This is an optimization exercise on Yosys and OpenROAD, whose aim is small area, not a production implementation. Function was checked by simulation only, so behaviour that the tests miss may differ from the original.

==> design.v <==
`timescale 1ns/1ps
module fft_input_buffer (
   input  logic                clk,
   input  logic                rst_n,
   input  logic [15:0]         in_x,
   input  logic                in_nd,
   input  logic                frame_release,
   input  logic [3:0]          rd_addr0,
   input  logic [3:0]          rd_addr1,
   output logic [15:0]         in_rd0,
   output logic [15:0]         in_rd1,
   output logic                frame_ready,
   output logic                overflow
);
   localparam int FFT_N    = 16;
   localparam int FFT_LOG2 = 4;
   logic [15:0]         mem [2][FFT_N];
   logic [3:0]          wr_addr;
   logic                wr_bank;
   logic                rd_bank;
   logic [1:0]          full;
   always_ff @(posedge clk) begin
      if (in_nd)
      begin
         mem[wr_bank][wr_addr] <= in_x;
      end
   end
   always_ff @(posedge clk or negedge rst_n) begin
      if (!rst_n)
      begin
         wr_addr  <= '0;
         wr_bank  <= 1'b0;
         rd_bank  <= 1'b0;
         full     <= '0;
         overflow <= 1'b0;
      end
      else
      begin
         if (in_nd)
         begin
            if (full[wr_bank])
            begin
               overflow <= 1'b1;
            end
            wr_addr <= wr_addr + FFT_LOG2'(1);
            if (&wr_addr)
            begin
               full[wr_bank] <= 1'b1;
               wr_bank       <= ~wr_bank;
            end
         end
         if (frame_release)
         begin
            full[rd_bank] <= 1'b0;
            rd_bank       <= ~rd_bank;
         end
      end
   end
   assign frame_ready = full[rd_bank];
   assign in_rd0      = mem[rd_bank][rd_addr0];
   assign in_rd1      = mem[rd_bank][rd_addr1];
endmodule
`timescale 1ns/1ps
module fft_stage_control (
   input  logic                clk,
   input  logic                rst_n,
   input  logic                frame_ready,
   input  logic                operands_ready,
   output logic [2:0]          tf_addr,
   output logic                tf_addr_nd,
   output logic                x_nd,
   output logic                stage_advance,
   output logic                frame_release,
   output logic                first_stage,
   output logic                last_stage,
   output logic                last_pair,
   output logic                rd_bank,
   output logic [3:0]          rd_addr0,
   output logic [3:0]          rd_addr1,
   output logic [3:0]          out0_addr,
   output logic [3:0]          out1_addr
);
   localparam int FFT_LOG2 = 4;
   localparam logic [1:0] ST_INIT = 2'd0;
   localparam logic [1:0] ST_IDLE = 2'd1;
   localparam logic [1:0] ST_CALC = 2'd2;
   localparam logic [1:0] ST_SEND = 2'd3;
   logic [1:0]          state;
   logic [3:0]          s_cnt;
   logic [3:0]          series_mask;
   logic [3:0]          k_part;
   logic                last_pos;
   assign out1_addr   = {1'b1, out0_addr[FFT_LOG2-2:0]};
   assign k_part      = out0_addr & ~series_mask;
   assign rd_addr0    = (out0_addr & series_mask) | (k_part << 1);
   assign rd_addr1    = rd_addr0 + s_cnt;
   assign tf_addr     = k_part[2:0];
   assign first_stage = s_cnt[FFT_LOG2-1];
   assign last_stage  = s_cnt[0];
   assign last_pos    = &out1_addr;
   assign last_pair   = last_stage & last_pos;
   always_ff @(posedge clk or negedge rst_n) begin
      if (!rst_n)
      begin
         state         <= ST_INIT;
         s_cnt         <= '0;
         series_mask   <= '0;
         out0_addr     <= '0;
         rd_bank       <= 1'b0;
         x_nd          <= 1'b0;
         tf_addr_nd    <= 1'b0;
         stage_advance <= 1'b0;
         frame_release <= 1'b0;
      end
      else
      begin
         x_nd          <= 1'b0;
         tf_addr_nd    <= 1'b0;
         stage_advance <= 1'b0;
         frame_release <= 1'b0;
         case (state)
            ST_INIT:
            begin
               out0_addr   <= '0;
               series_mask <= {1'b0, {(FFT_LOG2-1){1'b1}}};
               s_cnt       <= {1'b1, {(FFT_LOG2-1){1'b0}}};
               tf_addr_nd  <= 1'b1;
               state       <= ST_IDLE;
            end
            ST_IDLE:
            begin
               if (frame_ready)
               begin
                  x_nd  <= 1'b1;
                  state <= ST_CALC;
               end
            end
            ST_CALC:
            begin
               tf_addr_nd <= 1'b1;
               state      <= ST_SEND;
               if (last_pos)
               begin
                  series_mask   <= series_mask >> 1;
                  s_cnt         <= s_cnt >> 1;
                  out0_addr     <= '0;
                  rd_bank       <= ~rd_bank;
                  stage_advance <= 1'b1;
                  frame_release <= first_stage;
               end
               else
               begin
                  out0_addr <= out0_addr + FFT_LOG2'(1);
               end
            end
            ST_SEND:
            begin
               if (operands_ready)
               begin
                  x_nd  <= 1'b1;
                  state <= last_pair ? ST_INIT : ST_CALC;
               end
            end
         endcase
      end
   end
endmodule
`timescale 1ns/1ps
module twiddle_rom (
   input  logic       clk,
   input  logic       rst_n,
   input  logic [2:0] tf_addr,
   input  logic       tf_addr_nd,
   output logic [15:0]         tf
);
   localparam int X_WDTH = 8;
   localparam logic [8*X_WDTH-1:0] TW_RE = {
      -8'sd59, -8'sd45, -8'sd24, 8'sd0, 8'sd24, 8'sd45, 8'sd59, 8'sd64};
   localparam logic [8*X_WDTH-1:0] TW_IM = {
      -8'sd24, -8'sd45, -8'sd59, -8'sd64, -8'sd59, -8'sd45, -8'sd24, 8'sd0};
   always_ff @(posedge clk or negedge rst_n) begin
      if (!rst_n)
      begin
         tf <= '0;
      end
      else if (tf_addr_nd)
      begin
         tf <= {TW_IM[tf_addr*X_WDTH +: X_WDTH], TW_RE[tf_addr*X_WDTH +: X_WDTH]};
      end
   end
endmodule
`timescale 1ns/1ps
module butterfly (
   input  logic                clk,
   input  logic                rst_n,
   input  logic                x_nd,
   input  logic                last_stage,
   input  logic                last_pair,
   input  logic                rd_bank,
   input  logic [15:0]         xa,
   input  logic [15:0]         xb,
   input  logic [15:0]         w,
   input  logic [3:0]          out0_addr,
   input  logic [3:0]          out1_addr,
   output logic [15:0]         y,
   output logic [3:0]          y_addr,
   output logic                y_nd,
   output logic                y_last_stage,
   output logic                y_last_pair,
   output logic                y_rd_bank
);
   localparam int X_WDTH  = 8;
   localparam int TF_FRAC = 6;
   logic signed [2*X_WDTH:0]         prod_re;
   logic signed [2*X_WDTH:0]         prod_im;
   logic signed [2*X_WDTH-TF_FRAC:0] p_re;
   logic signed [2*X_WDTH-TF_FRAC:0] p_im;
   logic signed [2*X_WDTH-TF_FRAC+1:0] sum_re;
   logic signed [2*X_WDTH-TF_FRAC+1:0] sum_im;
   logic signed [2*X_WDTH-TF_FRAC+1:0] dif_re;
   logic signed [2*X_WDTH-TF_FRAC+1:0] dif_im;
   logic [15:0]         a_q;
   logic [15:0]         za;
   logic [15:0]         zb;
   logic [15:0]         zb_hold;
   logic [3:0]          addr0_q;
   logic [3:0]          addr1_q;
   logic [3:0]          addr1_hold;
   logic                last_stage_q;
   logic                last_pair_q;
   logic                rd_bank_q;
   logic                v1;
   logic                v2;
   logic signed [X_WDTH-1:0] w_re;
   logic signed [X_WDTH-1:0] w_im;
   logic signed [X_WDTH-1:0] xb_re;
   logic signed [X_WDTH-1:0] xb_im;
   logic signed [X_WDTH-1:0] a_re;
   logic signed [X_WDTH-1:0] a_im;
   assign w_re  = w[X_WDTH-1:0];
   assign w_im  = w[2*X_WDTH-1:X_WDTH];
   assign xb_re = xb[X_WDTH-1:0];
   assign xb_im = xb[2*X_WDTH-1:X_WDTH];
   assign a_re  = a_q[X_WDTH-1:0];
   assign a_im  = a_q[2*X_WDTH-1:X_WDTH];
   assign prod_re = w_re * xb_re - w_im * xb_im;
   assign prod_im = w_re * xb_im + w_im * xb_re;
   always_ff @(posedge clk) begin
      if (x_nd)
      begin
         p_re         <= prod_re[2*X_WDTH:TF_FRAC];
         p_im         <= prod_im[2*X_WDTH:TF_FRAC];
         a_q          <= xa;
         addr0_q      <= out0_addr;
         addr1_q      <= out1_addr;
         last_stage_q <= last_stage;
         last_pair_q  <= last_pair;
         rd_bank_q    <= rd_bank;
      end
   end
   assign sum_re = a_re + p_re;
   assign sum_im = a_im + p_im;
   assign dif_re = a_re - p_re;
   assign dif_im = a_im - p_im;
   always_comb begin
      za = {sum_im[X_WDTH:1], sum_re[X_WDTH:1]};
      zb = {dif_im[X_WDTH:1], dif_re[X_WDTH:1]};
   end
   always_ff @(posedge clk or negedge rst_n) begin
      if (!rst_n)
      begin
         v1   <= 1'b0;
         v2   <= 1'b0;
         y_nd <= 1'b0;
      end
      else
      begin
         v1   <= x_nd;
         v2   <= v1;
         y_nd <= v1 | v2;
      end
   end
   always_ff @(posedge clk) begin
      if (v1)
      begin
         y            <= za;
         y_addr       <= addr0_q;
         zb_hold      <= zb;
         addr1_hold   <= addr1_q;
         y_last_stage <= last_stage_q;
         y_last_pair  <= last_pair_q;
         y_rd_bank    <= rd_bank_q;
      end
      else if (v2)
      begin
         y      <= zb_hold;
         y_addr <= addr1_hold;
      end
   end
endmodule
`timescale 1ns/1ps
module fft_work_memory (
   input  logic                clk,
   input  logic                rst_n,
   input  logic                first_stage,
   input  logic                rd_bank,
   input  logic                stage_advance,
   input  logic [3:0]          rd_addr0,
   input  logic [3:0]          rd_addr1,
   input  logic [15:0]         in_rd0,
   input  logic [15:0]         in_rd1,
   input  logic [15:0]         y,
   input  logic [3:0]          y_addr,
   input  logic                y_nd,
   input  logic                y_last_stage,
   input  logic                y_last_pair,
   input  logic                y_rd_bank,
   output logic [15:0]         xa,
   output logic [15:0]         xb,
   output logic                operands_ready,
   output logic                out_we,
   output logic                frame_done,
   output logic [3:0]          out_addr,
   output logic [15:0]         out_data
);
   localparam int FFT_N = 16;
   logic [15:0]         mem [2][FFT_N];
   logic [FFT_N-1:0] updated [2];
   logic             bank_we;
   logic             wr_sel;
   logic             zb_phase;
   assign xa = first_stage ? in_rd0 : mem[rd_bank][rd_addr0];
   assign xb = first_stage ? in_rd1 : mem[rd_bank][rd_addr1];
   assign operands_ready = first_stage |
                           (updated[rd_bank][rd_addr0] & updated[rd_bank][rd_addr1]);
   assign bank_we  = y_nd & ~y_last_stage;
   assign wr_sel   = ~y_rd_bank;
   assign out_we   = y_nd & y_last_stage;
   assign out_addr = y_addr;
   assign out_data = y;
   always_ff @(posedge clk) begin
      if (bank_we)
      begin
         mem[wr_sel][y_addr] <= y;
      end
   end
   always_ff @(posedge clk or negedge rst_n) begin
      if (!rst_n)
      begin
         updated[0] <= '0;
         updated[1] <= '0;
         zb_phase   <= 1'b0;
         frame_done <= 1'b0;
      end
      else
      begin
         zb_phase   <= zb_phase ^ y_nd;
         frame_done <= y_nd & zb_phase & y_last_pair;
         if (stage_advance)
         begin
            updated[~rd_bank] <= '0;
         end
         if (bank_we)
         begin
            updated[wr_sel][y_addr] <= 1'b1;
         end
      end
   end
endmodule
`timescale 1ns/1ps
module fft_output_buffer (
   input  logic                clk,
   input  logic                rst_n,
   input  logic                out_we,
   input  logic                frame_done,
   input  logic [3:0]          out_addr,
   input  logic [15:0]         out_data,
   output logic [15:0]         out_x,
   output logic                out_nd
);
   localparam int FFT_N    = 16;
   localparam int FFT_LOG2 = 4;
   logic [15:0]         mem [FFT_N];
   logic                emitting;
   logic [3:0]          rd_cnt;
   always_ff @(posedge clk) begin
      if (out_we)
      begin
         mem[out_addr] <= out_data;
      end
      if (emitting)
      begin
         out_x <= mem[rd_cnt];
      end
   end
   always_ff @(posedge clk or negedge rst_n) begin
      if (!rst_n)
      begin
         emitting <= 1'b0;
         rd_cnt   <= '0;
         out_nd   <= 1'b0;
      end
      else
      begin
         out_nd <= emitting;
         if (frame_done)
         begin
            emitting <= 1'b1;
         end
         if (emitting)
         begin
            rd_cnt <= rd_cnt + FFT_LOG2'(1);
            if (&rd_cnt)
            begin
               emitting <= 1'b0;
            end
         end
      end
   end
endmodule
`timescale 1ns/1ps
module fft_dit_top (
   input  logic        clk,
   input  logic        rst_n,
   input  logic [15:0] in_x,
   input  logic        in_nd,
   output logic [15:0] out_x,
   output logic        out_nd,
   output logic        overflow
);
   logic                frame_ready;
   logic                frame_release;
   logic [3:0]          rd_addr0;
   logic [3:0]          rd_addr1;
   logic [15:0]         in_rd0;
   logic [15:0]         in_rd1;
   logic                operands_ready;
   logic [2:0]          tf_addr;
   logic                tf_addr_nd;
   logic [15:0]         tf;
   logic                x_nd;
   logic                stage_advance;
   logic                first_stage;
   logic                last_stage;
   logic                last_pair;
   logic                rd_bank;
   logic [3:0]          out0_addr;
   logic [3:0]          out1_addr;
   logic [15:0]         xa;
   logic [15:0]         xb;
   logic [15:0]         y;
   logic [3:0]          y_addr;
   logic                y_nd;
   logic                y_last_stage;
   logic                y_last_pair;
   logic                y_rd_bank;
   logic                out_we;
   logic                frame_done;
   logic [3:0]          out_addr;
   logic [15:0]         out_data;
   fft_input_buffer u_input (
      .clk(clk), .rst_n(rst_n), .in_x(in_x), .in_nd(in_nd),
      .frame_release(frame_release), .rd_addr0(rd_addr0), .rd_addr1(rd_addr1),
      .in_rd0(in_rd0), .in_rd1(in_rd1), .frame_ready(frame_ready), .overflow(overflow)
   );
   fft_stage_control u_ctrl (
      .clk(clk), .rst_n(rst_n), .frame_ready(frame_ready),
      .operands_ready(operands_ready), .tf_addr(tf_addr), .tf_addr_nd(tf_addr_nd),
      .x_nd(x_nd), .stage_advance(stage_advance), .frame_release(frame_release),
      .first_stage(first_stage), .last_stage(last_stage), .last_pair(last_pair),
      .rd_bank(rd_bank), .rd_addr0(rd_addr0), .rd_addr1(rd_addr1),
      .out0_addr(out0_addr), .out1_addr(out1_addr)
   );
   twiddle_rom u_twiddle (
      .clk(clk), .rst_n(rst_n), .tf_addr(tf_addr), .tf_addr_nd(tf_addr_nd), .tf(tf)
   );
   butterfly u_bf (
      .clk(clk), .rst_n(rst_n), .x_nd(x_nd), .last_stage(last_stage),
      .last_pair(last_pair), .rd_bank(rd_bank), .xa(xa), .xb(xb), .w(tf),
      .out0_addr(out0_addr), .out1_addr(out1_addr), .y(y), .y_addr(y_addr),
      .y_nd(y_nd), .y_last_stage(y_last_stage), .y_last_pair(y_last_pair),
      .y_rd_bank(y_rd_bank)
   );
   fft_work_memory u_work (
      .clk(clk), .rst_n(rst_n), .first_stage(first_stage), .rd_bank(rd_bank),
      .stage_advance(stage_advance), .rd_addr0(rd_addr0), .rd_addr1(rd_addr1),
      .in_rd0(in_rd0), .in_rd1(in_rd1), .y(y), .y_addr(y_addr), .y_nd(y_nd),
      .y_last_stage(y_last_stage), .y_last_pair(y_last_pair), .y_rd_bank(y_rd_bank),
      .xa(xa), .xb(xb), .operands_ready(operands_ready), .out_we(out_we),
      .frame_done(frame_done), .out_addr(out_addr), .out_data(out_data)
   );
   fft_output_buffer u_output (
      .clk(clk), .rst_n(rst_n), .out_we(out_we), .frame_done(frame_done),
      .out_addr(out_addr), .out_data(out_data), .out_x(out_x), .out_nd(out_nd)
   );
endmodule
==> run.sh <==
#!/bin/bash
# synth_recipe.tcl (not shown) runs the flow's synth.tcl, then flattens the netlist and writes it again
# the make line also repeats each setting of config.mk as NAME=value (left out here)
make -C /OpenROAD-flow-scripts/flow DESIGN_CONFIG=/design/flow/config.mk WORK_HOME=/design/flow/orfs CLKGATE_MAP_FILE= SYNTH_SCRIPT=/design/flow/synth_recipe.tcl finish
==> config.mk <==
export PLATFORM = sky130hd
export DESIGN_NAME = fft_dit_top
export DESIGN_NICKNAME = fft_dit_top
export VERILOG_FILES = /design/flow/design.v
export SDC_FILE = /design/flow/constraint.sdc
export NUM_CORES = 4
export LEC_CHECK = 0
export CAP_MARGIN = 20
export CORE_MARGIN = 2
export CORE_UTILIZATION = 40
export SLEW_MARGIN = 20
==> constraint.sdc <==
create_clock -name core_clock -period 10.0 [get_ports {clk}]
set_input_delay 2.0000 -clock core_clock [delete_from_list [all_inputs] [get_ports {clk}]]
set_output_delay 2.0000 -clock core_clock [all_outputs]
set_load 0.01 [all_outputs]
==> summary.md <==
| Metric | Value |
|---|---|
| Status | complete, no violations |
| CTS tree | done |
| Total wire length | 202.2 mm |
| Number of antenna violations at the first check in global routing | 7 |
| Critical path type | reg2reg |
| Maximum clock frequency | approximately 0.10 GHz |
| Number of maximum-capacitance constraint violations | 0 |
| Shortest period the worst path allows | around 9.6 ns |
| HPWL reported at the end of detailed placement | 121.1 mm |
| Remaining Overflow, GRT | 0 |
| Initial core utilization | 0.4028 |
| Number of flops mapped to enable cells by yosys | roughly 1.4k |
| Syn. warnings | 7 |
| Post-route ant nets | 0 |
| Largest cells by area after synthesis | edfxtp_1 (56%), mux4_2 (12%), fa_1 (6.7%) |
| GPL Wtd Cong | 0.8361 |
| Non-Filler Instances | 7780 |
| Summed area of non-filler cells in the final layout | a little over 80000 µm² |
| Pin count of the biggest net entering global routing | approximately 150 |
| DP Area | a little under 80000 µm² |
| Post-layout nets | around 5.6k |
| P&R area growth vs syn | 12.55% |
| Top_reg_cell synth | edfxtp_1 |
| Max Slew Vio Count | 0 |
| Ys async rst share | 0.05613 |
| Library cell used as clock root buffer | clkbuf_16 |
| Library cell with the largest summed area after synthesis | edfxtp_1 |
| Post-synthesis sequential area ratio | 0.5893 |
| Register cell area after layout | between 40000 and 50000 µm² |
| Area share of the leading cell type in the synthesized netlist | 0.5615 |
| Remaining max-slew budget at the tightest pin | 0.1469 |
| Placement row count | about 160 |
| Category of the worst setup path capture point | flip-flop |
| Most frequent cell on the critical path | fa_1 |
| Fraction of layout instances using a drive strength above 1 | 0.1760 |
| Via density | around 5.7 |
| Transition at the pin with the smallest max-transition slack | 1.266 ns |
| Post-synthesis instance total | approximately 5.1k |
| Top-level port count | 37 |
| Post-route clock period utilization | 0.9553 |
| Number of remaining DRC errors | 0 |
| Area of the multi-input gates | 28090 µm² |
| Arrival time at the worst endpoint | slightly above 10 ns |
| Detailed-route via count | 44.40k |
| Total iterations of the first detailed-routing run | 9 |
| CP startpoint kind | flip-flop |
| Number of buffers inserted during clock tree synthesis | approximately 160 |
| Post-Route Skew | between 0.05 and 0.06 ns |
| Worst stage delay on the critical path | 0.91 ns |
| Maximum fanout count along the critical path | 15 |
| Sinks on the clock net | about 1.5k |
| Via count of the first global-routing pass | 44.68k |
| Clock latency of the later-clocked register in the worst-skew pair | approximately 0.83 ns |
| First-pass GRT wire length | between 200 and 300 mm |
| Number of DRC markers in iteration 0 | approximately 5.0k |
| Die footprint | between 150000 and 200000 µm² |
| Clock edge transition at the registers on the reported setup and hold paths | roughly 0.060 ns |
| Post-synthesis instance area | 73750 µm² |
| Setup Total Neg Slack | 0 ns |
| Final number of setup-violating endpoints | 0 |
| CP max-delay cell | fa_4 |
| Required arrival time at the worst endpoint | 10.56 ns |
| Synthesized Nets | ~5.6k |
| Routed wirelength normalized by instance count | between 20 and 30 µm |
| Yosys reg bits | around 1.5k |
| Core footprint | about 180000 µm² |
| Total track usage | 0.2156 |
| Number of buffers added on ports | 36 |
| Path class of the lowest-slack min-delay path | reg2reg |
| Chip height | 433.4 µm |
| Most repeated cell in the gate-level netlist after synthesis | edfxtp_1 |
| Post-synthesis average cell area | between 10 and 15 µm² |
| Number of placed instances with taps included | ~7.5k |
| Number of unique standard cell types used by synthesis | 57 |
| Level count of the clock H-tree | 4 |
| Most used standard cells in the synthesized netlist | edfxtp_1 (1379), nand2_1 (938), mux4_2 (409), inv_1 (366), fa_1 (246) |
| Die width | 433.4 µm |
| Maximum buffer depth of the clock tree | 3 |
| RSZ-0062 raised after global routing | false |
| Fillers | around 16k |
| Final hold vios | 0 |
[logic make-up after synthesis]
group / after synthesis / synth area share
compound gates: 458 / 0.04408
xor+xnor: 92 / 0.01103
fa+ha+maj: 392 / 0.09155
buf+inv: 693 / 0.03680
flops: 1461 / 0.5893
mux: 451 / 0.1321
simple gates: 1601 / 0.09509
[placed cells by master (no fill, tap or decap), types with 30 or more instances in the layout]
cell type,n
xnor2_1,77
nor2_2,42
ha_1,145
nand3_1,210
and2_1,117
clkbuf_16,156
nor2_1,83
edfxtp_1,1379
dfrtp_1,73
o21ai_0,41
mux4_2,409
a31oi_1,61
a311oi_1,144
nand2_1,935
nor2_4,30
clkbuf_1,40
fa_1,245
a21oi_1,102
and3_1,105
buf_4,147
inv_1,365
[per-layer routing]
layer  GRT usage  up-vias  routed length [µm]
met4     0.07580        6                7037
li1            -    19105                   -
met3     0.03565      377               14990
met2      0.3465     1871               96540
met5           0        -                  34
met1      0.2974    23042               83600
[worst paths after layout]
kind	cells past startpoint	to	slack (ns)	start
min reg2reg	0	u_bf.y_last_pair$_DFFE_PP_	0.43	u_bf.last_pair_q$_DFFE_PP_
max reg2reg	30	u_bf.p_im[6]$_DFFE_PP_	0.45	u_ctrl.out0_addr[0]$_DFFE_PN0P_
max	30	u_bf.p_im[6]$_DFFE_PP_	0.45	u_ctrl.out0_addr[0]$_DFFE_PN0P_
min in group asynchronous	1	u_twiddle.tf[5]$_DFFE_PN0P_	1.11	rst_n
min	0	u_bf.y_last_pair$_DFFE_PP_	0.43	u_bf.last_pair_q$_DFFE_PP_
max in group asynchronous	2	u_output.rd_cnt[0]$_DFFE_PN0P_	7.58	rst_n
[layout make-up]
cell class | instances | share of cell area
Antenna cell | 3 | 0.00009044
Clock buffer | 198 | 0.04917
Clock inverter | 85 | 0.01180
Inverter | 369 | 0.01684
Multi-Input combinational cell | 2994 | 0.3384
Sequential cell | 1461 | 0.5239
Tap cell | 2464 | 0.03714
Timing Repair Buffer | 206 | 0.02266
[metrics by stage]
stage / worst slack, ns / hold WS [ns] / util
after floorplan: 0.1020 / 0.4003 / -
after global placement: 0.1978 / 0.4023 / 0.4254
after detailed placement: 0.03922 / 0.4162 / 0.4254
after CTS: 0.01978 / 0.4358 / 0.4530
after global routing: 0.03121 / 0.4363 / 0.4534
final: 0.4466 / 0.4323 / 0.4534
[repair_timing]
item,CTS,global route
hold buffers,0,0
setup buffers,0,3
resized for setup,0,8
setup endpoints to repair,0,10
[worst max-delay path, delay by kind of cell (launching register included)]
kind | cells | cell delay [ns]
compound gates | 7 | 1.79
simple gates | 5 | 0.99
flops | 1 | 0.49
fa+ha+maj | 8 | 4.02
xor+xnor | 1 | 0.15
buf+inv | 7 | 1.02
mux | 2 | 0.81
[flip-flops by register name (all words and copies together) (netlist names), 16 cells and up]
signal / cells
u_output.out_x: 16
u_bf.y: 16
u_bf.zb_hold: 16
u_bf.a_q: 16
u_output.mem: 256
u_input.mem: 512
u_work.mem: 512
u_work.updated: 32

==> static timing again, ports no longer ideal <==
How much do the figures lean on ideal ports? The routed layout below was timed once more, with nothing changed but the port constraints. Step 1, drivers: a clkbuf_16 drives clk and a buf_2 each remaining input, both assumed. Step 2 times the ports against the registers' clock, not the clock port: input delays grow and output delays shrink by t, the midpoint of the rising clock arrivals with the driver on. Slacks: no drivers / after step 1 / after step 2; pairs: no drivers / after step 1.
t, ns: 0.878
slack for setup (ns): 0.447 / 0.447 / 0.447
worst setup path after step 2: register to register
clock arrival spread, ns: 0.060 / 0.060
worst slew at a driven data input, ns: 0.08
After both steps setup and hold are still met in this run. The setup slack of this run moves by 0.000 ns with the drivers and by 0.000 ns with both steps.
